This design comes from an exercise in tuning for small area and a short achievable clock period on the open sky130 flow, not from production work.
Function was checked by simulation only, so behaviour that the tests miss may differ from the original.
Power figures rest on the tool's default switching activity, not on a simulated workload.

## job 769
Design fp32_mul, start of the top module:
module fp32_mul
(
    input  logic        clk,
    input  logic        rst_n,
    input  logic [31:0] a,
    input  logic [31:0] b,
    input  logic        in_valid,
    output logic        out_valid,
    output logic [31:0] result
);
Settings: LEC_CHECK=0, CAP_MARGIN=20, CORE_MARGIN=2, CORE_UTILIZATION=40, SLEW_MARGIN=20, SYNTH_HIERARCHICAL=1, SYNTH_MINIMUM_KEEP_SIZE=0; clock period 8.5 ns.
standard.sh (not shown) runs the stock make flow with config.mk's settings and CLKGATE_MAP_FILE= SYNTH_SCRIPT=/design/flow/synth_recipe.tcl, a recipe that flattens the netlist after the stock synthesis.
==> flow/flow/run.sh <==
#!/bin/bash
# Own layout flow: the standard layout (standard.sh, ORFS from synthesis
# to finish, synthesis unchanged) with two changes to how the layout is made:
#  - repair_timing aims below the clock period: a path with less than
#    SETUP_SLACK_MARGIN ns of setup slack is treated as one to fix;
#  - the port buffers that buffer_ports inserts on every input and output
#    are sky130_fd_sc_hd__buf_2 rather than the cell it picks by default.
# Each tool's full output stays in orfs/logs; make's output in standard.log.
set -euo pipefail
export SETUP_SLACK_MARGIN=5.3
export BUFFER_PORTS_ARGS="-buffer_cell sky130_fd_sc_hd__buf_2"
bash standard.sh > standard.log 2>&1
### job 769 -> job 4211
--- a/flow/flow/run.sh
+++ b/flow/flow/run.sh
@@ -10 +10 @@
-export SETUP_SLACK_MARGIN=5.3
+export SETUP_SLACK_MARGIN=5.5
--- a/flow/config.mk
+++ b/flow/config.mk
@@ -10,0 +11,2 @@
+export CTS_CLUSTER_DIAMETER = 100
+export CTS_CLUSTER_SIZE = 25
The post-route minimum period in job 4211 was higher than what job 769 gave.
[compare] base=job 769 new=job 4211: combinational share of power moved up, core utilization increased by 2.4 points relative to the old numbers.
The higher vias after detailed routing of job 769 and job 4211 is in job 4211.
> inputs changed (job 4211 -> job 5531)
--- a/flow/flow/run.sh
+++ b/flow/flow/run.sh
@@ -10 +10 @@
-export SETUP_SLACK_MARGIN=5.5
+export SETUP_SLACK_MARGIN=5.3
--- a/flow/config.mk
+++ b/flow/config.mk
@@ -12 +12 @@
-export CTS_CLUSTER_SIZE = 25
+export CTS_CLUSTER_SIZE = 32
Findings:
- Looking at worst setup slack, job 5531 sits 8.1 ps above job 4211.
- Per the comparison of job 5531 with job 4211, post-CTS clock slew at the launch and capture registers of the worst setup and hold paths up 20 ps, combinational share of power down 4.0 points, internal power summed over all cells down 9.3%.
- When job 5531 is measured against job 4211, its number of buffers created by CTS turns out 2 lower.
- The initial antenna violation count of job 5531 falls short of that of job 4211 by 2.
- ~same tightest hold margin in job 4211 and job 5531
- Between job 4211 and job 5531, the flow reports final standard cell area without fillers decreasing by a little under 10%.
Modified inputs, job 1258 compared to job 5531
--- a/flow/flow/run.sh
+++ b/flow/flow/run.sh
@@ -10 +10 @@
-export SETUP_SLACK_MARGIN=5.3
+export SETUP_SLACK_MARGIN=5.1
--- a/flow/config.mk
+++ b/flow/config.mk
@@ -12 +12 @@
-export CTS_CLUSTER_SIZE = 32
+export CTS_CLUSTER_SIZE = 25
Findings:
- Job 1258 -> job 5531: synthesized cell count delta 0, exact match
- On minimum period implied by the final worst setup slack, the lower figure sits with job 5531, not job 1258.
- Half-perimeter wire length after placement essentially unchanged between job 1258 and job 5531.
- NOTE: setup slack in job 1258 falls short of that of job 5531
- Job 1258 -> job 5531: hold slack flat
- Going from job 5531 to job 1258, count of clock-buffer cells in the layout grew by more than 10%.

========
== job 5045 ==
Starting RTL as in the previous note.
export LEC_CHECK = 0
export CAP_MARGIN = 20
export CORE_MARGIN = 2
export CORE_UTILIZATION = 40
export CTS_CLUSTER_DIAMETER = 100
export CTS_CLUSTER_SIZE = 25
export SLEW_MARGIN = 20
export SYNTH_HIERARCHICAL = 1
export SYNTH_MINIMUM_KEEP_SIZE = 0
create_clock -name core_clock -period 8.5 [get_ports {clk}]
==> flow/flow/run.sh <==
#!/bin/bash
# Own layout flow: the standard layout (standard.sh, ORFS from synthesis
# to finish, synthesis unchanged) with two changes to how the layout is made:
#  - repair_timing aims below the clock period: a path with less than
#    SETUP_SLACK_MARGIN ns of setup slack is treated as one to fix;
#  - the port buffers that buffer_ports inserts on every input and output
#    are sky130_fd_sc_hd__buf_1 rather than the cell it picks by default.
# Each tool's full output stays in orfs/logs; make's output in standard.log.
set -euo pipefail
export SETUP_SLACK_MARGIN=5.3
export BUFFER_PORTS_ARGS="-buffer_cell sky130_fd_sc_hd__buf_1"
bash standard.sh > standard.log 2>&1
Changes in job 2895 relative to job 5045:
diff --git a/flow/flow/run.sh b/flow/flow/run.sh
--- a/flow/flow/run.sh
+++ b/flow/flow/run.sh
@@ -6,3 +6,3 @@
 #  - the port buffers that buffer_ports inserts on every input and output
-#    are sky130_fd_sc_hd__buf_1 rather than the cell it picks by default.
+#    are sky130_fd_sc_hd__buf_2 rather than the cell it picks by default.
 # Each tool's full output stays in orfs/logs; make's output in standard.log.
@@ -10,3 +10,3 @@
 export SETUP_SLACK_MARGIN=5.3
-export BUFFER_PORTS_ARGS="-buffer_cell sky130_fd_sc_hd__buf_1"
+export BUFFER_PORTS_ARGS="-buffer_cell sky130_fd_sc_hd__buf_2"
 bash standard.sh > standard.log 2>&1
diff --git a/flow/config.mk b/flow/config.mk
--- a/flow/config.mk
+++ b/flow/config.mk
@@ -12,2 +12,3 @@
 export CTS_CLUSTER_SIZE = 25
+export PLACE_DENSITY = 0.45
 export SLEW_MARGIN = 20
- When job 2895 is set beside job 5045, its tightest slew margin relative to the limit turns out to be 25 points larger.
- Looking at worst slack on hold paths, job 2895 sits 0.0046 ns lower than job 5045 does.
- Of the two values seen for worst-path cell with the longest stage delay, dfxtp_2 was produced by job 5045 and fa_1 by job 2895.
- Total number of vias, job 2895 and job 5045: lower on job 2895
The inputs of job 5039 differ from those of job 2895 as listed below.
diff --git a/flow/config.mk b/flow/config.mk
--- a/flow/config.mk
+++ b/flow/config.mk
@@ -12,3 +12,2 @@
 export CTS_CLUSTER_SIZE = 25
-export PLACE_DENSITY = 0.45
 export SLEW_MARGIN = 20
@@ -16 +15,2 @@
 export SYNTH_MINIMUM_KEEP_SIZE = 0
+export TNS_END_PERCENT = 30
==> run summary <==
Summary of job 5039 over job 2895: first-pass GRT wire length down 11 mm; clock distribution power down about 3%; sum of routed wire length over all layers down 10%.
Power dissipated by switching net loads on job 5039 is ahead of job 2895.
Aggregate global-route resource usage: job 5039 vs job 2895 down 2.7 points
Looking at the reports, job 5039 completed the entire flow and the layout it produced met the timing, DRC and antenna checks.
Summary of job 5039 over job 2895: total power fell about 4%; total via count after detailed routing rose 264; setup slack fell 0.13 ns; wire length on met2 fell about 11%; detailed route wirelength on metal3 rose about 15%.
Cell area (lower): job 5039
diff inputs: job 5039 => job 732
diff --git a/flow/config.mk b/flow/config.mk
--- a/flow/config.mk
+++ b/flow/config.mk
@@ -9,5 +9,3 @@
 export CORE_MARGIN = 2
-export CORE_UTILIZATION = 40
-export CTS_CLUSTER_DIAMETER = 100
-export CTS_CLUSTER_SIZE = 25
+export CORE_UTILIZATION = 55
 export SLEW_MARGIN = 20
@@ -15,2 +13 @@
 export SYNTH_MINIMUM_KEEP_SIZE = 0
-export TNS_END_PERCENT = 30
[summary]
- Of job 5039 and job 732, the lower met3 usage in global routing belongs to job 5039.
- Diff job 5039 -> job 732: hold slack shrank by 0.0080 ns, global-route wire length before repair grew by 1.8%, number of cells in the design after placement shrank by about 7.5%.
- Number of gates given a new drive strength after cts in job 732 is 13 higher than in job 5039
- Against job 5039, final weighted congestion in routability-driven placement in job 732 fell by a little under 10%.
- [compare] base=job 5039 new=job 732: number of filler cells placed in the layout has decreased; number of detailed-routing iterations run before antenna repair lower.
- Measured against job 5039, the count of clock-buffer cells in the layout of job 732 comes out at 2.4 times the reference value.
- Looking at fmax across both flows, job 732 is the stronger of the two, with job 5039 trailing.

## what the ideal ports hide
The results above use ideal ports. As a check the final layouts listed here were re-extracted and re-timed, cells and wires unchanged.
Step 1, drivers: a clkbuf_16 drives clk and a buf_2 each remaining input, both assumed.
Step 2, shift: input delay + t, output delay - t, t = (earliest + latest rising clock arrival at the registers) / 2. This alone moves slack from input paths to output paths.
Slacks: ideal / step 1 / step 2; pairs: ideal / step 1.
run | t, ns | setup slack, ns | worst setup path at the end | clock arrival spread, ns | cell pins on the clock port's net
job 769 | 0.644 | 5.326 / 5.326 / 4.872 | input to register | 0.036 / 0.036 | 1
job 4211 | 0.637 | 5.315 / 5.315 / 5.098 | input to register | 0.023 / 0.024 | 1
job 5531 | 0.620 | 5.323 / 5.323 / 4.949 | input to register | 0.051 / 0.050 | 1
job 1258 | 0.616 | 5.189 / 5.189 / 4.811 | input to register | 0.038 / 0.038 | 1
job 5045 | 0.623 | 5.307 / 5.307 / 4.875 | input to register | 0.035 / 0.035 | 1
job 2895 | 0.651 | 5.367 / 5.367 / 4.936 | input to register | 0.023 / 0.023 | 1
job 5039 | 0.625 | 5.233 / 5.233 / 4.917 | input to register | 0.055 / 0.055 | 1
job 732 | 0.631 | 5.340 / 5.340 / 4.913 | input to register | 0.027 / 0.027 | 1
After both steps every run listed still meets setup and hold. For job 769, which loses most, drivers alone change the setup slack by 0.000 ns; drivers and shift together by -0.454 ns.
